Context: an optimization exercise on an open-source flow, tuned for small area. The choices shown serve that exercise and are no tape-out recipe. Only simulation tests tie the RTL to the original design; equivalence was not proved. Power is estimated from default activity; no workload was simulated.

--- design/flow/design.v ---
package tetris_pkg;
	typedef logic [10-1:0] board_row_t;  
	typedef logic [4:0] row_idx_t;  
	typedef logic signed [4:0] pos_col_t;
	typedef logic signed [5:0] pos_row_t;
	typedef logic [15:0] cell_mask_t;  
	typedef logic [2:0] shape_t;  
	typedef logic [1:0] rot_t;
	typedef logic [4:0] lfsr_t;
	typedef logic [1:0] speed_t;
	typedef logic [7:0] score_t;  
	typedef enum logic [2:0] {
		IDLE,
		SPAWN,
		CHECK,
		FALL,
		LOCK,
		CLEAR,
		OVER
	} game_state_e;
endpackage
`timescale 1ns/1ps
module tetris_top (
	input  logic                   clk,
	input  logic                   rst,
	input  logic                   start,
	input  logic                   move_left,
	input  logic                   move_right,
	input  logic                   rotate,
	input  logic                   speed_up,
	input  logic                   speed_down,
	input  logic                   soft_drop,
	input  tetris_pkg::row_idx_t   row_sel,
	output tetris_pkg::board_row_t row_bits,
	output tetris_pkg::score_t     score,
	output logic                   game_over,
	output tetris_pkg::shape_t     piece_shape,
	output tetris_pkg::rot_t       piece_rot,
	output tetris_pkg::pos_col_t   piece_col,
	output tetris_pkg::pos_row_t   piece_row
);
	localparam int ROWS = 20;
	localparam logic [3:0] S_IDLE   = 4'd0;
	localparam logic [3:0] S_OVER   = 4'd1;
	localparam logic [3:0] S_CHECK  = 4'd2;
	localparam logic [3:0] S_FALL   = 4'd3;
	localparam logic [3:0] S_LOCK   = 4'd4;
	localparam logic [3:0] S_CLR0   = 4'd5;  
	localparam logic [3:0] S_DONE   = 4'd6;  
	localparam logic [3:0] S_BUSY   = 4'd7;  
	localparam logic [3:0] S_SPAWN  = 4'd8;
	localparam logic [3:0] S_SPAWN1 = 4'd9;  
	logic [3:0] st;
	logic idle, fall, lock, busy, spawn;
	assign idle  = (st == S_IDLE);
	assign fall  = (st == S_FALL);
	assign lock  = (st == S_LOCK);
	assign busy  = (st == S_BUSY);
	assign spawn = (st == S_SPAWN) || (st == S_SPAWN1);
	assign game_over = (st == S_OVER);
	logic [ROWS-1:0][9:0] b;
	logic [ROWS-1:0] row_hold, row_en, row_hit, row_full;
	logic [9:0] mr [4];    
	logic fits;
	logic drop_tick;
	logic [1:0] speed;
	logic [5:0] drop_cnt;
	always_ff @(posedge clk or negedge rst) begin
		if (!rst) begin
			speed <= '0;
		end else if (speed_up) begin
			if (speed != 2'd3) speed <= speed + 2'd1;
		end else if (speed_down) begin
			if (speed != 2'd0) speed <= speed - 2'd1;
		end
	end
	always_comb begin
		if (soft_drop) drop_tick = (drop_cnt >= 6'd7);
		else case (speed)
			2'd0: drop_tick = (drop_cnt >= 6'd63);
			2'd1: drop_tick = (drop_cnt >= 6'd31);
			2'd2: drop_tick = (drop_cnt >= 6'd19);
			default: drop_tick = (drop_cnt >= 6'd15);
		endcase
	end
	always_ff @(posedge clk or negedge rst) begin
		if (!rst) drop_cnt <= '0;
		else if (spawn || drop_tick) drop_cnt <= '0;
		else drop_cnt <= drop_cnt + 6'd1;
	end
	logic [3:0] pcol;  
	logic [4:0] prow;  
	logic [1:0] cand_rot;
	logic [4:0] cand_row;  
	logic [3:0] cand_cc;   
	logic do_drop, do_rot, do_left, do_right;
	assign piece_col = {1'b0, pcol};
	assign piece_row = {1'b0, prow};
	assign do_drop  = fall & drop_tick;
	assign do_rot   = fall & ~drop_tick & rotate;
	assign do_left  = fall & ~drop_tick & ~rotate & move_left;
	assign do_right = fall & ~drop_tick & ~rotate & ~move_left & move_right;
	assign cand_row = prow + {4'd0, do_drop};
	assign cand_rot = piece_rot + {1'b0, do_rot};
	assign cand_cc  = do_left ? pcol : do_right ? pcol + 4'd2 : pcol + 4'd1;
	logic [2:0] cur_lo, next_shape;
	assign cur_lo = (st == S_SPAWN1) ? 3'd3 : piece_shape;
	always_comb begin
		case (cur_lo)
			3'd3: next_shape = 3'd5;
			3'd5: next_shape = 3'd2;
			3'd2: next_shape = 3'd1;
			3'd1: next_shape = 3'd0;
			3'd0: next_shape = 3'd4;
			3'd4: next_shape = 3'd6;
			default: next_shape = 3'd3;
		endcase
	end
	always_ff @(posedge clk or negedge rst) begin
		if (!rst) begin
			piece_shape <= '0;
			piece_rot <= '0;
			pcol <= 4'(3);
			prow <= 5'(0);
		end else if (spawn) begin
			piece_shape <= next_shape;
			piece_rot <= '0;
			pcol <= 4'(3);
			prow <= 5'(0);
		end else if ((do_drop | do_rot | do_left | do_right) && fits) begin
			piece_rot <= cand_rot;
			pcol <= cand_cc - 4'd1;
			prow <= cand_row;
		end
	end
	logic oob;
	logic [ROWS-1:0] rv;  
	logic [39:0] mrf;
	logic [15:0] cmask;
	logic [1:0] cmw, cmh;
	mask_bits bits_u (.piece_shape (piece_shape), .cand_rot (cand_rot), .cmask (cmask), .cmw (cmw), .cmh (cmh));
	logic [9:0] rd_row;
	logic full_rd;
	mask_unit mask_u (
		.m        (cmask),
		.mw       (cmw),
		.mh       (cmh),
		.cand_row (cand_row),
		.cand_cc  (cand_cc),
		.busy     (busy),
		.inject   (busy & ~full_rd),
		.dbus     (rd_row),
		.mr       (mrf),
		.oob      (oob),
		.rv       (rv)
	);
	always_comb begin
		for (int q = 0; q < 4; q++) mr[q] = mrf[10*q +: 10];
	end
	assign fits = !oob && !(|(rv & row_hit));
	logic [4:0] rd, wr;
	logic last;
	logic [ROWS-1:0] rd_oh, we_oh;
	logic copy;
	assign copy = busy & (~full_rd | last);
	always_comb begin
		for (int i = 0; i < ROWS; i++) begin
			rd_oh[i] = (rd == 5'(i));
			we_oh[i] = copy & (wr == 5'(i));
		end
	end
	row_mux rd_mux (.sel(rd_oh), .d(b), .q(rd_row));
	assign full_rd = &rd_row;
	assign last = (rd == 5'd0);
	always_ff @(posedge clk) begin
		if (st == S_CLR0) begin
			rd <= 5'(ROWS - 1);
			wr <= 5'(ROWS - 1);
		end else if (busy) begin
			rd <= rd - 5'd1;
			if (!full_rd) wr <= wr - 5'd1;
		end
	end
	always_ff @(posedge clk or negedge rst) begin
		if (!rst) begin
			score <= '0;
		end else if (busy && full_rd) begin
			score <= score + 8'd1;
		end
	end
	always_comb begin
		for (int i = 0; i < ROWS; i++) begin
			logic blank;
			blank = (i < 4) ? (busy & last & (wr > 5'(i))) : 1'b0;
			row_en[i] = we_oh[i] | (lock & rv[i]);
			row_hold[i] = ~(idle | we_oh[i] | blank);
		end
	end
	for (genvar i = 0; i < ROWS; i++) begin : rows
		board_row u (
			.clk  (clk),
			.hold (row_hold[i]),
			.en   (row_en[i]),
			.m    (mr[i % 4]),
			.q    (b[i]),
			.hit  (row_hit[i]),
			.full (row_full[i])
		);
	end
	logic [ROWS-1:0] rs_oh;
	always_comb begin
		for (int i = 0; i < ROWS; i++) rs_oh[i] = ~idle & (row_sel == 5'(i));
	end
	row_mux out_mux (.sel(rs_oh), .d(b), .q(row_bits));
	always_ff @(posedge clk or negedge rst) begin
		if (!rst) begin
			st <= S_IDLE;
		end else begin
			case (st)
				S_IDLE:   if (start) st <= S_SPAWN1;
				S_SPAWN, S_SPAWN1: st <= S_CHECK;
				S_CHECK:  st <= fits ? S_FALL : S_OVER;
				S_FALL:   if (do_drop && !fits) st <= S_LOCK;
				S_LOCK:   st <= S_CLR0;
				S_CLR0:   st <= (|row_full) ? S_BUSY : S_DONE;
				S_BUSY:   if (last) st <= S_DONE;
				S_DONE:   st <= S_SPAWN;
				default:  st <= S_OVER;
			endcase
		end
	end
endmodule
module board_row (
	input  logic       clk,
	input  logic       hold,
	input  logic       en,
	input  logic [9:0] m,
	output logic [9:0] q,
	output logic       hit,
	output logic       full
);
	always_ff @(posedge clk) begin
		q <= ({10{hold}} & q) | ({10{en}} & m);
	end
	assign hit = |(q & m);
	assign full = &q;
endmodule
module row_mux (
	input  logic [20-1:0]      sel,
	input  logic [20-1:0][9:0] d,
	output logic [9:0]                  q
);
	for (genvar c = 0; c < 10; c++) begin : col
		logic [6:0] n;
		for (genvar g = 0; g < 6; g++) begin : grp
			aoi222 u (
				.a0 (sel[3*g]),   .b0 (d[3*g][c]),
				.a1 (sel[3*g+1]), .b1 (d[3*g+1][c]),
				.a2 (sel[3*g+2]), .b2 (d[3*g+2][c]),
				.y  (n[g])
			);
		end
		aoi22 u6 (.a0 (sel[18]), .b0 (d[18][c]), .a1 (sel[19]), .b1 (d[19][c]), .y (n[6]));
		nand7 un (.a (n), .y (q[c]));
	end
endmodule
module mask_unit (
	input  logic [15:0] m,         
	input  logic [1:0]  mw,        
	input  logic [1:0]  mh,        
	input  logic [4:0]  cand_row,  
	input  logic [3:0]  cand_cc,   
	input  logic        busy,
	input  logic        inject,
	input  logic [9:0]  dbus,
	output logic [39:0] mr,        
	output logic        oob,
	output logic [20-1:0] rv
);
	logic [15:0] mrot;
	mask_rom rom_u (.m (m), .rsh (cand_row[1:0]), .mrot (mrot));
	logic [20:0] cr_oh;
	logic [11:0] cc_oh;
	always_comb begin
		for (int i = 0; i < 21; i++) cr_oh[i] = (cand_row == 5'(i));
		for (int i = 0; i < 12; i++) cc_oh[i] = (cand_cc == 4'(i)) & ~busy;
	end
	for (genvar q = 0; q < 4; q++) begin : qr
		for (genvar c = 0; c < 10; c++) begin : cl
			if (c == 0) begin : t2
				ao2 u (.a ({mrot[4*q], inject}), .b ({cc_oh[1], dbus[c]}), .y (mr[10*q+c]));
			end else if (c == 1) begin : t3
				ao3 u (.a ({mrot[4*q], mrot[4*q+1], inject}), .b ({cc_oh[2], cc_oh[1], dbus[c]}), .y (mr[10*q+c]));
			end else if (c == 2) begin : t4
				ao4 u (.a ({mrot[4*q], mrot[4*q+1], mrot[4*q+2], inject}),
					.b ({cc_oh[3], cc_oh[2], cc_oh[1], dbus[c]}), .y (mr[10*q+c]));
			end else begin : t5
				ao5 u (.a ({mrot[4*q], mrot[4*q+1], mrot[4*q+2], mrot[4*q+3], inject}),
					.b ({cc_oh[c+1], cc_oh[c], cc_oh[c-1], cc_oh[c-2], dbus[c]}), .y (mr[10*q+c]));
			end
		end
	end
	assign oob = cc_oh[0]
		| cc_oh[11] | (mw >= 2'd1 & cc_oh[10]) | (mw >= 2'd2 & cc_oh[9]) | (mw == 2'd3 & cc_oh[8])
		| cr_oh[20] | (mh >= 2'd1 & cr_oh[19]) | (mh >= 2'd2 & cr_oh[18]) | (mh == 2'd3 & cr_oh[17]);
	always_comb begin
		for (int i = 0; i < 20; i++) begin
			rv[i] = cr_oh[i];
			for (int k = 1; k < 4; k++) begin
				if (i - k >= 0) rv[i] = rv[i] | cr_oh[i - k];
			end
		end
	end
endmodule
module mask_rom (
	input  logic [15:0] m,     
	input  logic [1:0]  rsh,
	output logic [15:0] mrot
);
	logic [3:0] rsh_oh;
	always_comb begin
		for (int i = 0; i < 4; i++) rsh_oh[i] = (rsh == 2'(i));
	end
	for (genvar q = 0; q < 4; q++) begin : qr
		and2 u3 (.a (m[3]), .b (rsh_oh[q]), .y (mrot[4*q+3]));
		ao2 u2 (.a ({m[2], m[6]}), .b ({rsh_oh[q], rsh_oh[(q+3)%4]}), .y (mrot[4*q+2]));
		ao3 u1 (.a ({m[1], m[5], m[9]}), .b ({rsh_oh[q], rsh_oh[(q+3)%4], rsh_oh[(q+2)%4]}), .y (mrot[4*q+1]));
		ao4 u0 (.a ({m[0], m[4], m[8], m[12]}),
			.b ({rsh_oh[q], rsh_oh[(q+3)%4], rsh_oh[(q+2)%4], rsh_oh[(q+1)%4]}), .y (mrot[4*q]));
	end
endmodule
module and2 (input logic a, input logic b, output logic y);
	assign y = a & b;
endmodule
module ao2 (input logic [1:0] a, input logic [1:0] b, output logic y);
	assign y = |(a & b);
endmodule
module ao3 (input logic [2:0] a, input logic [2:0] b, output logic y);
	assign y = |(a & b);
endmodule
module ao4 (input logic [3:0] a, input logic [3:0] b, output logic y);
	assign y = |(a & b);
endmodule
module ao5 (input logic [4:0] a, input logic [4:0] b, output logic y);
	assign y = |(a & b);
endmodule
module aoi222 (input logic a0, b0, a1, b1, a2, b2, output logic y);
	assign y = ~((a0 & b0) | (a1 & b1) | (a2 & b2));
endmodule
module aoi22 (input logic a0, b0, a1, b1, output logic y);
	assign y = ~((a0 & b0) | (a1 & b1));
endmodule
module nand7 (input logic [6:0] a, output logic y);
	assign y = ~(&a);
endmodule
module mask_bits(piece_shape, cand_rot, cmask, cmw, cmh);
  input [2:0] piece_shape;
  wire [2:0] piece_shape;
  input [1:0] cand_rot;
  wire [1:0] cand_rot;
  output [15:0] cmask;
  wire [15:0] cmask;
  output [1:0] cmw;
  wire [1:0] cmw;
  output [1:0] cmh;
  wire [1:0] cmh;
  wire _000_;
  wire _001_;
  wire _002_;
  wire _003_;
  wire _004_;
  wire _005_;
  wire _006_;
  wire _007_;
  wire _008_;
  wire _009_;
  wire _010_;
  wire _011_;
  wire _012_;
  wire _013_;
  wire _014_;
  wire _015_;
  wire _016_;
  wire _017_;
  wire _018_;
  wire _019_;
  wire _020_;
  wire _021_;
  wire _022_;
  wire _023_;
  wire _024_;
  wire _025_;
  wire _026_;
  wire _027_;
  wire _028_;
  wire _029_;
  wire _030_;
  wire _031_;
  wire _032_;
  wire _033_;
  wire _034_;
  wire _035_;
  wire _036_;
  wire _037_;
  wire _038_;
  wire _039_;
  wire _040_;
  wire _041_;
  wire _042_;
  wire _043_;
  wire _044_;
  wire _045_;
  wire _046_;
  wire _047_;
  wire _048_;
  wire _049_;
  wire _050_;
  wire _051_;
  wire _052_;
  wire _053_;
  wire _054_;
  wire _055_;
  wire _056_;
  wire _057_;
  wire _058_;
  wire _059_;
  wire _060_;
  wire _061_;
  wire _062_;
  assign _000_ = ~piece_shape[1];
  assign _001_ = ~cand_rot[1];
  assign _002_ = ~(piece_shape[1] | piece_shape[2]);
  assign _003_ = cand_rot[0] & piece_shape[0];
  assign _004_ = ~(piece_shape[1] & piece_shape[2]);
  assign _005_ = ~(piece_shape[0] & _004_);
  assign _006_ = ~(_002_ & _003_);
  assign cmask[12] = ~_006_;
  assign _007_ = cand_rot[0] | cand_rot[1];
  assign _008_ = _000_ & _007_;
  assign _009_ = cand_rot[0] | _005_;
  assign _010_ = ~(cand_rot[1] & _009_);
  assign _011_ = ~(_008_ & _010_);
  assign _012_ = piece_shape[2] & ~(piece_shape[1]);
  assign _013_ = piece_shape[2] & _007_;
  assign _014_ = _012_ | _013_;
  assign _015_ = ~(_011_ & _014_);
  assign _016_ = piece_shape[2] | ~(_009_);
  assign cmask[4] = ~(_015_ & _016_);
  assign _017_ = piece_shape[2] | piece_shape[0];
  assign _018_ = piece_shape[1] | ~(cand_rot[1]);
  assign _019_ = _002_ | ~(_018_);
  assign cmask[5] = ~(_017_ & _019_);
  assign _020_ = piece_shape[1] & ~(cand_rot[0]);
  assign _021_ = ~(_005_ & _020_);
  assign _022_ = _001_ | _021_;
  assign _023_ = piece_shape[1] | _009_;
  assign _024_ = ~(_022_ & _023_);
  assign _025_ = ~(piece_shape[2] & _024_);
  assign _026_ = _005_ | ~(_020_);
  assign _027_ = _007_ | ~(_012_);
  assign _028_ = _026_ & _027_;
  assign _029_ = _025_ & _028_;
  assign cmask[6] = ~_029_;
  assign _030_ = ~(_001_ & _005_);
  assign _031_ = _012_ & ~(_030_);
  assign _032_ = _001_ | _004_;
  assign _033_ = cand_rot[0] & _017_;
  assign _034_ = ~(_032_ & _033_);
  assign _035_ = _031_ | _034_;
  assign cmask[8] = ~_035_;
  assign _036_ = cand_rot[0] & _005_;
  assign _037_ = cand_rot[1] & _036_;
  assign _038_ = ~(piece_shape[2] & _037_);
  assign _039_ = cand_rot[0] & ~(cand_rot[1]);
  assign _040_ = ~(_012_ & _039_);
  assign _041_ = ~(cand_rot[0] & piece_shape[1]);
  assign _042_ = _017_ | _041_;
  assign _043_ = _040_ & _042_;
  assign _044_ = _038_ & _043_;
  assign cmask[9] = ~_044_;
  assign _045_ = ~(cmask[4] | cmask[5]);
  assign _046_ = ~(_029_ & _045_);
  assign cmask[3] = ~_046_;
  assign cmh[1] = ~(_035_ & _044_);
  assign _047_ = cmh[1] | ~(_046_);
  assign cmh[0] = ~(_006_ & _047_);
  assign _048_ = _018_ & _030_;
  assign _049_ = ~(_021_ & _023_);
  assign _050_ = cand_rot[0] | _048_;
  assign _051_ = ~(piece_shape[2] & _050_);
  assign _052_ = piece_shape[2] | _049_;
  assign _053_ = ~(_051_ & _052_);
  assign cmask[2] = ~_053_;
  assign _054_ = _037_ | ~(_008_);
  assign _055_ = _000_ | _039_;
  assign _056_ = piece_shape[2] & _055_;
  assign _057_ = ~(_054_ & _056_);
  assign _058_ = _006_ & _042_;
  assign cmask[1] = _057_ & _058_;
  assign _059_ = _004_ & ~(_036_);
  assign _060_ = ~(_009_ & _059_);
  assign _061_ = _032_ & _060_;
  assign cmask[0] = _019_ | _061_;
  assign cmw[1] = ~(_029_ & _053_);
  assign _062_ = cmask[12] | cmw[1];
  assign cmw[0] = ~(_046_ & _062_);
  assign { cmask[15:13], cmask[11:10], cmask[7] } = 6'h00;
endmodule
--- design/flow/run.sh ---
#!/bin/bash
# synth_recipe.tcl (not shown) runs the flow's synth.tcl, then flattens the netlist and writes it again
# the make line also repeats each setting of config.mk as NAME=value (left out here)
make -C /OpenROAD-flow-scripts/flow DESIGN_CONFIG=/design/flow/config.mk WORK_HOME=/design/flow/orfs CLKGATE_MAP_FILE= SYNTH_SCRIPT=/design/flow/synth_recipe.tcl finish
--- design/flow/config.mk ---
export PLATFORM = sky130hd
export DESIGN_NAME = tetris_top
export DESIGN_NICKNAME = tetris_top
export VERILOG_FILES = /design/flow/design.v
export SDC_FILE = /design/flow/constraint.sdc
export NUM_CORES = 4
export LEC_CHECK = 0
export ABC_CLOCK_PERIOD_IN_PS = 25000
export CAP_MARGIN = 0
export CORE_MARGIN = 2
export CORE_UTILIZATION = 30
export GPL_ROUTABILITY_DRIVEN = 1
export SLEW_MARGIN = 0
export SYNTH_HIERARCHICAL = 1
--- design/flow/constraint.sdc ---
create_clock -name core_clock -period 25.0 [get_ports {clk}]
set_input_delay 5.0000 -clock core_clock [delete_from_list [all_inputs] [get_ports {clk}]]
set_output_delay 5.0000 -clock core_clock [all_outputs]
set_load 0.01 [all_outputs]
==> results of run 1 <==
[critical path: stages]
cell	delay, ns
sky130_fd_sc_hd__clkdlybuf4s50_1	0.53
sky130_fd_sc_hd__or4b_2	0.78
sky130_fd_sc_hd__nor3b_2	0.93
sky130_fd_sc_hd__a22oi_2	0.17
sky130_fd_sc_hd__and4_1	0.31
sky130_fd_sc_hd__nand4_1	0.17
sky130_fd_sc_hd__clkdlybuf4s50_1	0.57
[layout make-up]
cell class / instances / share of cell area, %
multi-input cells: 1191 / 54.6
flip-flops and latches: 244 / 30.7
clock buffers: 41 / 4.84
well taps: 615 / 4.67
repair buffers: 70 / 3.89
inverters: 30 / 0.683
clock inverters: 8 / 0.645
[final timing paths]
path,endpoint,cells after the start,slack [ns],start
setup reg to reg,prow[3],21,16.77,rd[0]
hold reg to reg,score[7],1,0.47,score[7]
setup / recovery,row_bits[4],7,11.52,row_sel[3]
hold / removal,score[7],1,0.47,score[7]
max in group asynchronous,pcol[0],2,19.82,rst
min in group asynchronous,score[6],2,4.83,rst
[registers in the layout, summed over array words and instances, names as in the netlist]
register	count
drop_cnt	6
pcol	4
piece_rot	2
piece_shape	3
prow	5
rd	5
rows.u.q	200
score	8
speed	2
st	4
wr	5
[where the power goes]
group	leakage (nW)	internal (mW)	total, mW	switching, mW
clock	0.437	0.241	0.413	0.172
sequential	2.14	0.440	0.541	0.101
combinational	3.15	0.208	0.804	0.596
[metal layers]
layer  track usage, %  vias up  share of wire (%)
li1                 -     6602                  -
met1             34.2     7594                 39
met2             40.7     1095                 43
met3             6.26      223                 11
met4             14.8        0                6.5
met5                0        -                  0
[cell usage in the layout, fill, tap and decap left out, drive strengths merged, types with 38 or more instances in the layout]
| master | count |
|---|---|
| a21oi | 39 |
| a222oi | 157 |
| a22o | 249 |
| a22oi | 133 |
| clkbuf | 41 |
| clkdlybuf4s50 | 46 |
| dfxtp | 210 |
| nand2 | 99 |
| nand4 | 88 |
| nor2 | 87 |
| nor3 | 51 |
| o21ai | 38 |
==> impl_metrics.prom, run 1 <==
# TYPE chip_impl_metric gauge
chip_impl_metric{name="groute.usage.overall",unit="%"} 26.5
chip_impl_info{name="cts_root_buf",value="sky130_fd_sc_hd__clkbuf_16"} 1
chip_impl_info{name="tritoncts",value="yes"} 1
chip_impl_metric{name="diodes",unit=""} 0
chip_impl_metric{name="worst_ep_arrival_time",unit="ns"} 8.48
chip_impl_metric{name="final_min_period_over_clock_period",unit="%"} 53.9
chip_impl_metric{name="filler_cell_count",unit=""} 4756
chip_impl_metric{name="multi_input_area",unit="sq mm"} 0.00899
chip_impl_metric{name="postSynthAreaPerCell",unit="sq um"} 9.44
chip_impl_metric{name="dp_hpwl",unit="mm"} 51.1
chip_impl_metric{name="fin_cells",unit=""} 2199
chip_impl_metric{name="cts.repair.resized",unit=""} 0
chip_impl_metric{name="tightestPinTransition",unit="ns"} 1.24
chip_impl_metric{name="fin_ws",unit="ns"} 11.52
chip_impl_metric{name="final-setup-viol-count",unit=""} 0
chip_impl_metric{name="drt-wirelength-per-cell",unit="um"} 31.4
chip_impl_metric{name="ctsHtreeMaxLevel",unit=""} 1
chip_impl_metric{name="die-height",unit="um"} 224
chip_impl_metric{name="io_pins",unit=""} 49
chip_impl_metric{name="ctsHoldBuffers",unit=""} 0
chip_impl_metric{name="final_design_area_no_fill",unit="sq mm"} 0.0165
chip_impl_info{name="endpoint_kind",value="output port"} 1
chip_impl_metric{name="clock_skew",unit="ns"} 0.0135
chip_impl_metric{name="first_iter_violations",unit=""} 2897
chip_impl_metric{name="slew_violations",unit=""} 0
chip_impl_metric{name="power_density",unit="mW/mm^2"} 107
chip_impl_metric{name="post-cts-setup-buffers",unit=""} 0
chip_impl_metric{name="ant_nets",unit=""} 0
chip_impl_metric{name="core_occupancy_in_the_finished_layout",unit="%"} 34.5
chip_impl_metric{name="power_leakage",unit="nW"} 5.72
chip_impl_metric{name="initial_utilization",unit="%"} 30.3
chip_impl_metric{name="io_buffer_count",unit=""} 46
chip_impl_metric{name="detailroute.via_count",unit=""} 15500
chip_impl_metric{name="max_slew_headroom",unit="%"} 17.2
chip_impl_metric{name="cts_buffers",unit=""} 27
chip_impl_metric{name="maximum_number_of_pins_on_one_net_before_global_route_repair",unit=""} 40
chip_impl_metric{name="power.ir.vdd_worst",unit="mV"} 0.0889
chip_impl_metric{name="die-width",unit="um"} 224
chip_impl_info{name="hold_class",value="reg2reg"} 1
chip_impl_metric{name="grt_pass1_vias",unit=""} 14200
chip_impl_metric{name="max-cap-violations",unit=""} 0
chip_impl_metric{name="syn_inst",unit=""} 1535
chip_impl_metric{name="grt_pass1_wl",unit="mm"} 99.5
chip_impl_metric{name="seq_area",unit="sq mm"} 0.00506
chip_impl_metric{name="place_area",unit="sq mm"} 0.0156
chip_impl_info{name="critPathKind",value="in2out"} 1
chip_impl_metric{name="via_cell_ratio",unit=""} 7.06
chip_impl_metric{name="gp_congestion",unit=""} 1.01
chip_impl_metric{name="antenna_found_initial",unit=""} 0
chip_impl_metric{name="area_growth",unit="%"} 13.7
chip_impl_metric{name="cts.sinks",unit=""} 244
chip_impl_metric{name="dieArea",unit="sq mm"} 0.0501
chip_impl_metric{name="fin_hold_ws",unit="ns"} 0.473
chip_impl_metric{name="total_power",unit="mW"} 1.76
chip_impl_metric{name="post_route_cells_drive_above_1_share",unit="%"} 10.3
chip_impl_metric{name="post-route-drc-count",unit=""} 0
chip_impl_info{name="grt_setup_unrepaired",value="false"} 1
chip_impl_metric{name="critPathRequiredTime",unit="ns"} 20.00
chip_impl_metric{name="number_of_placement_rows",unit=""} 80
chip_impl_metric{name="core_region_area",unit="sq mm"} 0.0477
chip_impl_metric{name="fmaxAchievable",unit="MHz"} 74.2
chip_impl_metric{name="layout.nets",unit=""} 1601
chip_impl_metric{name="min_period",unit="ns"} 13.48
chip_impl_metric{name="worst-path-max-fanout",unit=""} 10
chip_impl_metric{name="worstSkewPairLatency",unit="ns"} 0.57
chip_impl_metric{name="fin_setup_tns",unit="ns"} 0
chip_impl_metric{name="place_ws",unit="ns"} 11.59
chip_impl_metric{name="cts_buffer_depth",unit=""} 3
chip_impl_info{name="run_status",value="no timing/DRC/antenna violations"} 1
chip_impl_metric{name="yosys_warnings",unit=""} 12
chip_impl_metric{name="syn_area",unit="sq mm"} 0.0145
chip_impl_metric{name="number_of_placed_instances_taps_included",unit=""} 2150
chip_impl_metric{name="timing.final.hold_violations",unit=""} 0
chip_impl_metric{name="wl",unit="mm"} 69.1
chip_impl_metric{name="globalRoute.totalOverflow",unit=""} 0
chip_impl_info{name="worst_setup_sp_type",value="input pin"} 1
chip_impl_metric{name="clk_pin_slew",unit="ns"} 0.07
chip_impl_metric{name="drt-pass1-iter-count",unit=""} 14
==> run 2, diff against run 1 <==
--- a/design/flow/design.v
+++ b/design/flow/design.v
@@ -59,7 +59,7 @@
 	assign spawn = (st == S_SPAWN) || (st == S_SPAWN1);
 	assign game_over = (st == S_OVER);
 	logic [ROWS-1:0][9:0] b;
-	logic [ROWS-1:0] row_hold, row_en, row_hit, row_full;
+	logic [ROWS-1:0] row_hold, row_en;
 	logic [9:0] mr [4];    
 	logic fits;
 	logic drop_tick;
@@ -152,24 +152,43 @@
 		.dbus     (rd_row),
 		.mr       (mrf),
 		.oob      (oob),
+		.rd       (rd),
 		.rv       (rv)
 	);
 	always_comb begin
 		for (int q = 0; q < 4; q++) mr[q] = mrf[10*q +: 10];
 	end
-	assign fits = !oob && !(|(rv & row_hit));
+	logic [9:0] wrow [4];
+	for (genvar q = 0; q < 4; q++) begin : gat
+		for (genvar c = 0; c < 10; c++) begin : cl
+			ao5 u (
+				.a ({rv[q], rv[q+4], rv[q+8], rv[q+12], rv[q+16]}),
+				.b ({b[q][c], b[q+4][c], b[q+8][c], b[q+12][c], b[q+16][c]}),
+				.y (wrow[q][c])
+			);
+		end
+	end
+	logic hit, any_full;
+	always_comb begin
+		hit = 1'b0;
+		any_full = 1'b0;
+		for (int q = 0; q < 4; q++) begin
+			hit = hit | (|(wrow[q] & mr[q]));
+			any_full = any_full | (&wrow[q]);
+		end
+	end
+	assign fits = !oob && !hit;
 	logic [4:0] rd, wr;
 	logic last;
-	logic [ROWS-1:0] rd_oh, we_oh;
+	logic [ROWS-1:0] we_oh;
 	logic copy;
 	assign copy = busy & (~full_rd | last);
 	always_comb begin
 		for (int i = 0; i < ROWS; i++) begin
-			rd_oh[i] = (rd == 5'(i));
 			we_oh[i] = copy & (wr == 5'(i));
 		end
 	end
-	row_mux rd_mux (.sel(rd_oh), .d(b), .q(rd_row));
+	assign rd_row = wrow[0] | wrow[1] | wrow[2] | wrow[3];
 	assign full_rd = &rd_row;
 	assign last = (rd == 5'd0);
 	always_ff @(posedge clk) begin
@@ -202,9 +221,7 @@
 			.hold (row_hold[i]),
 			.en   (row_en[i]),
 			.m    (mr[i % 4]),
-			.q    (b[i]),
-			.hit  (row_hit[i]),
-			.full (row_full[i])
+			.q    (b[i])
 		);
 	end
 	logic [ROWS-1:0] rs_oh;
@@ -222,7 +239,7 @@
 				S_CHECK:  st <= fits ? S_FALL : S_OVER;
 				S_FALL:   if (do_drop && !fits) st <= S_LOCK;
 				S_LOCK:   st <= S_CLR0;
-				S_CLR0:   st <= (|row_full) ? S_BUSY : S_DONE;
+				S_CLR0:   st <= any_full ? S_BUSY : S_DONE;
 				S_BUSY:   if (last) st <= S_DONE;
 				S_DONE:   st <= S_SPAWN;
 				default:  st <= S_OVER;
@@ -235,15 +252,11 @@
 	input  logic       hold,
 	input  logic       en,
 	input  logic [9:0] m,
-	output logic [9:0] q,
-	output logic       hit,
-	output logic       full
+	output logic [9:0] q
 );
 	always_ff @(posedge clk) begin
 		q <= ({10{hold}} & q) | ({10{en}} & m);
 	end
-	assign hit = |(q & m);
-	assign full = &q;
 endmodule
 module row_mux (
 	input  logic [20-1:0]      sel,
@@ -273,6 +286,7 @@
 	input  logic        busy,
 	input  logic        inject,
 	input  logic [9:0]  dbus,
+	input  logic [4:0]  rd,        
 	output logic [39:0] mr,        
 	output logic        oob,
 	output logic [20-1:0] rv
@@ -280,9 +294,11 @@
 	logic [15:0] mrot;
 	mask_rom rom_u (.m (m), .rsh (cand_row[1:0]), .mrot (mrot));
 	logic [20:0] cr_oh;
+	logic [4:0] base;
+	assign base = busy ? rd : cand_row;
 	logic [11:0] cc_oh;
 	always_comb begin
-		for (int i = 0; i < 21; i++) cr_oh[i] = (cand_row == 5'(i));
+		for (int i = 0; i < 21; i++) cr_oh[i] = (base == 5'(i));
 		for (int i = 0; i < 12; i++) cc_oh[i] = (cand_cc == 4'(i)) & ~busy;
 	end
 	for (genvar q = 0; q < 4; q++) begin : qr
@@ -307,7 +323,7 @@
 		for (int i = 0; i < 20; i++) begin
 			rv[i] = cr_oh[i];
 			for (int k = 1; k < 4; k++) begin
-				if (i - k >= 0) rv[i] = rv[i] | cr_oh[i - k];
+				if (i - k >= 0) rv[i] = rv[i] | (~busy & cr_oh[i - k]);
 			end
 		end
 	end
==> design/flow/flow/run.sh (new file) <==
#!/bin/bash
set -o pipefail
cp standard.sh standard_sh_copy.txt
export BUFFER_PORTS_ARGS="-buffer_cell sky130_fd_sc_hd__buf_1"
export CTS_ARGS="-sink_clustering_enable -repair_clock_nets -buf_list sky130_fd_sc_hd__clkbuf_8 -sink_clustering_size 14 -sink_clustering_max_diameter 50 -dont_use_dummy_load"
bash standard.sh > standard.log 2>&1
==> design/flow/standard.sh (new file) <==
#!/bin/bash
# synth_recipe.tcl (not shown) runs the flow's synth.tcl, then flattens the netlist and writes it again
# the make line also repeats each setting of config.mk as NAME=value (left out here)
make -C /OpenROAD-flow-scripts/flow DESIGN_CONFIG=/design/flow/config.mk WORK_HOME=/design/flow/orfs CLKGATE_MAP_FILE= SYNTH_SCRIPT=/design/flow/synth_recipe.tcl "${@:-finish}"
--- a/design/flow/config.mk
+++ b/design/flow/config.mk
@@ -9,6 +9,9 @@
 export CAP_MARGIN = 0
 export CORE_MARGIN = 2
 export CORE_UTILIZATION = 30
+export CTS_BUF_LIST = sky130_fd_sc_hd__clkbuf_8
+export CTS_CLUSTER_DIAMETER = 50
+export CTS_CLUSTER_SIZE = 14
 export GPL_ROUTABILITY_DRIVEN = 1
 export SLEW_MARGIN = 0
 export SYNTH_HIERARCHICAL = 1
removed: design/flow/run.sh
==> impl_metrics.prom, run 2 <==
# TYPE chip_impl_metric gauge
chip_impl_metric{name="r2r_cells",unit=""} 27
chip_impl_metric{name="final-setup-viol-count",unit=""} 0
chip_impl_metric{name="cts_buffer_depth",unit=""} 3
chip_impl_metric{name="antenna_found_initial",unit=""} 1
chip_impl_metric{name="first_iter_violations",unit=""} 2794
chip_impl_metric{name="gp_congestion",unit=""} 1.08
chip_impl_metric{name="dp_hpwl",unit="mm"} 45.2
chip_impl_metric{name="diodes",unit=""} 0
chip_impl_metric{name="largest_reg_flops",unit=""} 200
chip_impl_info{name="critPathKind",value="in2reg"} 1
chip_impl_metric{name="cts.sinks",unit=""} 244
chip_impl_metric{name="fin_setup_tns",unit="ns"} 0
chip_impl_info{name="run_status",value="no timing/DRC/antenna violations"} 1
chip_impl_info{name="endpoint_kind",value="flip-flop"} 1
chip_impl_metric{name="grt_pass1_wl",unit="mm"} 87.7
chip_impl_metric{name="area_growth",unit="%"} 7.58
chip_impl_metric{name="syn_inst",unit=""} 1385
chip_impl_info{name="most-common-layout-cells",value="sky130_fd_sc_hd__a22o_1 (225), sky130_fd_sc_hd__dfxtp_1 (210), sky130_fd_sc_hd__a222oi_1 (137), sky130_fd_sc_hd__nand2_1 (119), sky130_fd_sc_hd__nor2_1 (94)"} 1
chip_impl_info{name="critical_path.startpoint",value="soft_drop"} 1
chip_impl_metric{name="initial_utilization",unit="%"} 30.3
chip_impl_metric{name="post_route_cells_drive_above_1_share",unit="%"} 7.15
chip_impl_metric{name="min_period",unit="ns"} 13.16
chip_impl_info{name="layout_top_registers",value="rows.u.q (200), score (8), drop_cnt (6)"} 1
chip_impl_metric{name="number_of_placed_instances_taps_included",unit=""} 1976
chip_impl_metric{name="grt_pass1_vias",unit=""} 12600
chip_impl_metric{name="grt_met1_use",unit="%"} 33.1
chip_impl_metric{name="post-cts-setup-buffers",unit=""} 0
chip_impl_metric{name="postSynthAreaPerCell",unit="sq um"} 9.63
chip_impl_info{name="cts_root_buf",value="sky130_fd_sc_hd__clkbuf_8"} 1
chip_impl_metric{name="clock_skew",unit="ns"} 0.146
chip_impl_info{name="worst_setup_sp_type",value="input pin"} 1
chip_impl_info{name="largest_register",value="rows.u.q"} 1
chip_impl_metric{name="wl",unit="mm"} 59.8
chip_impl_metric{name="drt-wirelength-per-cell",unit="um"} 29.8
chip_impl_metric{name="layout.nets",unit=""} 1448
chip_impl_metric{name="maximum_number_of_pins_on_one_net_before_global_route_repair",unit=""} 41
chip_impl_metric{name="post-route-drc-count",unit=""} 0
chip_impl_metric{name="cts_buffers",unit=""} 28
chip_impl_metric{name="worst_ep_arrival_time",unit="ns"} 13.54
chip_impl_info{name="global_route.peak_usage_layer",value="met2"} 1
chip_impl_metric{name="max-cap-violations",unit=""} 0
chip_impl_metric{name="globalRouteMet2Util",unit="%"} 37.1
chip_impl_metric{name="power_leakage",unit="nW"} 5.44
chip_impl_metric{name="groute.usage.overall",unit="%"} 25.0
chip_impl_metric{name="worst-path-max-fanout",unit=""} 40
chip_impl_metric{name="fin_hold_ws",unit="ns"} 0.472
chip_impl_info{name="final_common_cell",value="sky130_fd_sc_hd__a22o_1"} 1
chip_impl_info{name="worst_r2r_endpoint",value="prow[3]"} 1
chip_impl_metric{name="die-height",unit="um"} 215
chip_impl_metric{name="ctsHtreeMaxLevel",unit=""} 1
chip_impl_metric{name="power.ir.vdd_worst",unit="mV"} 0.0396
chip_impl_metric{name="ctsHoldBuffers",unit=""} 0
chip_impl_metric{name="ant_nets",unit=""} 0
chip_impl_metric{name="io_pins",unit=""} 49
chip_impl_metric{name="fmaxAchievable",unit="MHz"} 76.0
chip_impl_metric{name="max_slew_headroom",unit="%"} 7.90
chip_impl_metric{name="yosys_warnings",unit=""} 13
chip_impl_info{name="grt_setup_unrepaired",value="false"} 1
chip_impl_metric{name="detailroute.via_count",unit=""} 13600
chip_impl_info{name="tritoncts",value="yes"} 1
chip_impl_metric{name="dieArea",unit="sq mm"} 0.0462
chip_impl_metric{name="io_buffer_count",unit=""} 46
chip_impl_metric{name="die-width",unit="um"} 215
chip_impl_metric{name="number_of_placement_rows",unit=""} 77
chip_impl_metric{name="globalRoute.totalOverflow",unit=""} 0
chip_impl_metric{name="timing.final.hold_violations",unit=""} 0
chip_impl_metric{name="critPathRequiredTime",unit="ns"} 25.39
chip_impl_info{name="hold_class",value="reg2reg"} 1
chip_impl_metric{name="drt-pass1-iter-count",unit=""} 15
chip_impl_metric{name="tightestPinTransition",unit="ns"} 1.38
chip_impl_metric{name="final_min_period_over_clock_period",unit="%"} 52.6
chip_impl_metric{name="r2r_setup_slack",unit="ns"} 15.56
chip_impl_metric{name="via_cell_ratio",unit=""} 6.81
chip_impl_metric{name="worstSkewPairLatency",unit="ns"} 0.65
chip_impl_metric{name="fin_cells",unit=""} 2004
chip_impl_metric{name="core_region_area",unit="sq mm"} 0.0440
chip_impl_info{name="crit_end",value="prow[3]"} 1
chip_impl_metric{name="cts.repair.resized",unit=""} 0
chip_impl_metric{name="use_met3",unit="%"} 6.72
chip_impl_metric{name="total_power",unit="mW"} 1.80
chip_impl_metric{name="slew_violations",unit=""} 0
chip_impl_metric{name="syn_area",unit="sq mm"} 0.0133
chip_impl_info{name="crit-reg2reg-launch",value="speed[0]"} 1
chip_impl_metric{name="power_density",unit="mW/mm^2"} 125
chip_impl_metric{name="clk_pin_slew",unit="ns"} 0.07
run 2: worst min-delay path by stage:
stage	from	endpoint	slack [ns]	depth (start not counted)
CTS	score[7]	score[7]	0.48	1
finish	score[7]	score[7]	0.47	1
floorplan	drop_cnt[0]	drop_cnt[0]	0.46	1
detailed placement	score[7]	score[7]	0.47	1
global route	score[7]	score[7]	0.51	1
global placement	score[7]	score[7]	0.46	1
run 2: power breakdown:
| group | switching (mW) | total [mW] | leakage, nW | internal, mW |
|---|---|---|---|---|
| combinational | 0.708 | 0.972 | 3.10 | 0.264 |
| clock | 0.138 | 0.236 | 0.201 | 0.0986 |
| sequential | 0.127 | 0.588 | 2.14 | 0.461 |
| total | 0.973 | 1.80 | 5.44 | 0.823 |
run 2: per-layer routing:
layer	part of all wire [%]	vias to the layer above
li1	-	5751
met1	39	6654
met2	42	1021
met3	13	213
met4	6.2	2
met5	0.0067	-
run 2: layout make-up:
type                            count  area (sq um)
Timing Repair Buffer               68           339
Multi-Input combinational cell   1044          7720
Tap cell                          592           741
Sequential cell                   244          5060
Fill cell                        4521         29700
Inverter                           28           105
Clock buffer                       28           385
run 2: stage by stage:
| stage | util (%) | worst slack [ns] | instance area [sq um] |
|---|---|---|---|
| after global routing | 32.6 | 11.27 | 14300 |
| after CTS | 32.6 | 12.06 | 14300 |
| after floorplan | - | 13.00 | 13300 |
| final | 32.6 | 11.84 | 14300 |
| after global placement | 31.7 | 11.59 | 14000 |
| after detailed placement | 31.7 | 11.53 | 14000 |
run 2: worst max-delay path: stages:
cell                       delay (ns)
sky130_fd_sc_hd__buf_1           0.12
sky130_fd_sc_hd__a22oi_1         0.19
sky130_fd_sc_hd__o21ai_0         0.21
sky130_fd_sc_hd__a211oi_1        0.74
sky130_fd_sc_hd__nor2_1          0.09
sky130_fd_sc_hd__ha_1            0.23
sky130_fd_sc_hd__ha_1            0.21
sky130_fd_sc_hd__nand3_1         0.09
sky130_fd_sc_hd__xnor2_1         0.27
sky130_fd_sc_hd__mux2_2          0.42
sky130_fd_sc_hd__o21ai_1         0.18
sky130_fd_sc_hd__mux2i_1         0.98
sky130_fd_sc_hd__a222oi_1        0.38
sky130_fd_sc_hd__nand2_1         0.28
sky130_fd_sc_hd__or4_1           0.28
sky130_fd_sc_hd__nand4_1         0.13
sky130_fd_sc_hd__or3_1           0.39
sky130_fd_sc_hd__and2_1          0.30
sky130_fd_sc_hd__buf_4           0.32
sky130_fd_sc_hd__a222oi_1        0.37
sky130_fd_sc_hd__nand2_1         0.47
sky130_fd_sc_hd__a222oi_1        0.52
sky130_fd_sc_hd__and3_1          0.26
sky130_fd_sc_hd__nand3_1         0.16
sky130_fd_sc_hd__or3b_1          0.59
sky130_fd_sc_hd__mux2_2          0.35
==> run 3, diff against run 2 <==
--- a/design/flow/config.mk
+++ b/design/flow/config.mk
@@ -6,12 +6,12 @@
 export NUM_CORES = 4
 export LEC_CHECK = 0
 export ABC_CLOCK_PERIOD_IN_PS = 25000
-export CAP_MARGIN = 0
+export CAP_MARGIN = 20
 export CORE_MARGIN = 2
 export CORE_UTILIZATION = 30
 export CTS_BUF_LIST = sky130_fd_sc_hd__clkbuf_8
 export CTS_CLUSTER_DIAMETER = 50
 export CTS_CLUSTER_SIZE = 14
 export GPL_ROUTABILITY_DRIVEN = 1
-export SLEW_MARGIN = 0
+export SLEW_MARGIN = 10
 export SYNTH_HIERARCHICAL = 1
==> impl_metrics.prom, run 3 <==
# TYPE chip_impl_metric gauge
chip_impl_info{name="run_status",value="no timing/DRC/antenna violations"} 1
chip_impl_metric{name="power_density",unit="mW/mm^2"} 125
chip_impl_metric{name="yosys_warnings",unit=""} 13
chip_impl_info{name="cp_common_cell",value="sky130_fd_sc_hd__a222oi_1"} 1
chip_impl_metric{name="cp_num_cells",unit=""} 26
chip_impl_metric{name="critPathRequiredTime",unit="ns"} 25.40
chip_impl_info{name="critPathKind",value="in2reg"} 1
chip_impl_metric{name="die-width",unit="um"} 215
chip_impl_info{name="critPathTopFamily",value="simple AND/OR/NAND/NOR gates"} 1
chip_impl_metric{name="slew_violations",unit=""} 0
chip_impl_metric{name="area_growth",unit="%"} 7.87
chip_impl_metric{name="post-cts-setup-buffers",unit=""} 0
chip_impl_metric{name="number_of_placed_instances_taps_included",unit=""} 1979
chip_impl_metric{name="total_power",unit="mW"} 1.80
chip_impl_metric{name="fin_setup_tns",unit="ns"} 0
chip_impl_metric{name="worst_ep_arrival_time",unit="ns"} 13.56
chip_impl_info{name="worst_r2r_endpoint",value="prow[3]"} 1
chip_impl_metric{name="fin_cells",unit=""} 2013
chip_impl_metric{name="final_min_period_over_clock_period",unit="%"} 52.6
chip_impl_info{name="tritoncts",value="yes"} 1
chip_impl_metric{name="power_leakage",unit="nW"} 5.48
chip_impl_metric{name="dieArea",unit="sq mm"} 0.0462
chip_impl_metric{name="via_cell_ratio",unit=""} 6.77
chip_impl_info{name="most-common-layout-cells",value="sky130_fd_sc_hd__a22o_1 (225), sky130_fd_sc_hd__dfxtp_1 (210), sky130_fd_sc_hd__a222oi_1 (137), sky130_fd_sc_hd__nand2_1 (119), sky130_fd_sc_hd__nor2_1 (94)"} 1
chip_impl_metric{name="number_of_placement_rows",unit=""} 77
chip_impl_metric{name="maximum_number_of_pins_on_one_net_before_global_route_repair",unit=""} 41
chip_impl_metric{name="hold_path_depth",unit=""} 1
chip_impl_metric{name="dp_hpwl",unit="mm"} 45.2
chip_impl_metric{name="tightestPinTransition",unit="ns"} 1.22
chip_impl_metric{name="core_region_area",unit="sq mm"} 0.0440
chip_impl_metric{name="initial_utilization",unit="%"} 30.3
chip_impl_info{name="min-delay-start",value="score[7]"} 1
chip_impl_metric{name="wl",unit="mm"} 59.9
chip_impl_metric{name="max_slew_headroom",unit="%"} 18.4
chip_impl_metric{name="layout.nets",unit=""} 1455
chip_impl_metric{name="worst-path-max-fanout",unit=""} 40
chip_impl_metric{name="ctsHoldBuffers",unit=""} 0
chip_impl_metric{name="io_buffer_count",unit=""} 46
chip_impl_metric{name="grt_pass1_vias",unit=""} 12500
chip_impl_metric{name="cts.sinks",unit=""} 244
chip_impl_info{name="worst_setup_sp_type",value="input pin"} 1
chip_impl_metric{name="ant_nets",unit=""} 0
chip_impl_info{name="grt_setup_unrepaired",value="false"} 1
chip_impl_metric{name="grt_pass1_wl",unit="mm"} 87.2
chip_impl_metric{name="worstSkewPairLatency",unit="ns"} 0.65
chip_impl_info{name="endpoint_kind",value="flip-flop"} 1
chip_impl_metric{name="cts_buffer_depth",unit=""} 3
chip_impl_metric{name="cts_buffers",unit=""} 27
chip_impl_info{name="cp_slowest_cell",value="sky130_fd_sc_hd__nor2_1"} 1
chip_impl_metric{name="timing.final.hold_violations",unit=""} 0
chip_impl_metric{name="worstPathBufferInverterCount",unit=""} 2
chip_impl_metric{name="min_period",unit="ns"} 13.16
chip_impl_info{name="hold-path-endpoint",value="score[7]"} 1
chip_impl_metric{name="power.ir.vdd_worst",unit="mV"} 0.0448
chip_impl_metric{name="post-route-drc-count",unit=""} 0
chip_impl_info{name="final_common_cell",value="sky130_fd_sc_hd__a22o_1"} 1
chip_impl_metric{name="fmaxAchievable",unit="MHz"} 76.0
chip_impl_info{name="layout_top_registers",value="rows.u.q (200), score (8), drop_cnt (6)"} 1
chip_impl_metric{name="globalRoute.totalOverflow",unit=""} 0
chip_impl_metric{name="r2r_cells",unit=""} 27
chip_impl_metric{name="clk_pin_slew",unit="ns"} 0.08
chip_impl_metric{name="final-setup-viol-count",unit=""} 0
chip_impl_metric{name="postSynthAreaPerCell",unit="sq um"} 9.63
chip_impl_metric{name="r2r_setup_slack",unit="ns"} 15.58
chip_impl_metric{name="max-cap-violations",unit=""} 0
chip_impl_metric{name="drt-wirelength-per-cell",unit="um"} 29.8
chip_impl_metric{name="largest_reg_flops",unit=""} 200
chip_impl_info{name="crit-reg2reg-launch",value="speed[0]"} 1
chip_impl_metric{name="io_pins",unit=""} 49
chip_impl_metric{name="gp_congestion",unit=""} 1.08
chip_impl_metric{name="syn_inst",unit=""} 1385
chip_impl_info{name="hold_class",value="reg2reg"} 1
chip_impl_metric{name="cts.repair.resized",unit=""} 0
chip_impl_metric{name="ctsHtreeMaxLevel",unit=""} 1
chip_impl_metric{name="clock_skew",unit="ns"} 0.132
chip_impl_metric{name="drt-pass1-iter-count",unit=""} 17
chip_impl_metric{name="die-height",unit="um"} 215
chip_impl_info{name="largest_register",value="rows.u.q"} 1
chip_impl_metric{name="post_route_cells_drive_above_1_share",unit="%"} 7.61
chip_impl_metric{name="first_iter_violations",unit=""} 2745
chip_impl_metric{name="syn_area",unit="sq mm"} 0.0133
chip_impl_metric{name="groute.usage.overall",unit="%"} 24.9
chip_impl_metric{name="detailroute.via_count",unit=""} 13600
chip_impl_metric{name="slowest_delay",unit="ns"} 0.79
chip_impl_metric{name="antenna_found_initial",unit=""} 2
chip_impl_info{name="cts_root_buf",value="sky130_fd_sc_hd__clkbuf_8"} 1
==> run 3: layout make-up <==
type | count | area, sq um
multi-input cells | 1044 | 7720
inverters | 28 | 105
clock buffers | 27 | 372
flip-flops and latches | 244 | 5060
diodes | 2 | 5.00
well taps | 592 | 741
repair buffers | 76 | 387
fillers | 4556 | 29600
==> run 3: per-layer routing <==
layer | vias up | part of all wire (%) | GRT usage, % | wire [um]
met3 | 203 | 13 | 6.86 | 7540
met2 | 995 | 43 | 37.7 | 25500
met5 | - | 0 | 0 | 0
met4 | 0 | 5.8 | 11.8 | 3470
li1 | 5775 | - | - | -
met1 | 6657 | 39 | 32.7 | 23400
==> run 3: worst max-delay path by stage <==
stage	end	startpoint	slack (ns)
6_report	prow[3]	soft_drop	11.84
3_3_place_gp	prow[4]	soft_drop	11.59
5_1_grt	prow[3]	soft_drop	11.36
4_1_cts	prow[3]	soft_drop	12.06
3_5_place_dp	prow[4]	soft_drop	11.55
2_1_floorplan	row_bits[0]	row_sel[3]	13.00
==> run 3: per-stage QoR <==
| step | setup slack, ns | utilization (%) | cell area [sq um] | hold slack [ns] |
|---|---|---|---|---|
| after detailed placement | 11.55 | 31.8 | 14000 | 0.471 |
| after floorplan | 13.00 | - | 13300 | 0.460 |
| final | 11.84 | 32.7 | 14400 | 0.481 |
| after global placement | 11.59 | 31.7 | 14000 | 0.463 |
| after CTS | 12.06 | 32.6 | 14400 | 0.488 |
| after global routing | 11.36 | 32.7 | 14400 | 0.515 |
==> run 3: power by group <==
part	total [mW]	internal (mW)	switching (mW)
logic	0.974	0.266	0.708
clock network	0.235	0.0953	0.139
registers	0.588	0.461	0.127
total	1.80	0.822	0.975

-- static timing again, ports no longer ideal --
How much do the figures lean on ideal ports? The routed layouts below were timed once more, with nothing changed but the port constraints.
Step 1, drivers: a clkbuf_16 drives clk and a buf_2 each remaining input, both assumed.
Step 2 times the ports against the registers' clock, not the clock port: input delays grow and output delays shrink by t, the midpoint of the rising clock arrivals with the driver on.
a / b / c = ideal ports / drivers / drivers and shift; a / b = the first two.
| run | t (ns) | setup slack, ns | clock arrival spread, ns | slew at the worst register clock pin (ns) | worst data-port slew with drivers (ns) |
|---|---|---|---|---|---|
| run 1 | 0.619 | 11.518 / 11.488 / 11.488 | 0.014 / 0.013 | 0.07 / 0.07 | 0.04 |
| run 2 | 0.633 | 11.845 / 11.876 / 11.244 | 0.146 / 0.145 | 0.10 / 0.10 | 0.05 |
| run 3 | 0.627 | 11.840 / 11.867 / 11.239 | 0.132 / 0.131 | 0.09 / 0.09 | 0.04 |
After both steps every run listed still meets setup and hold.
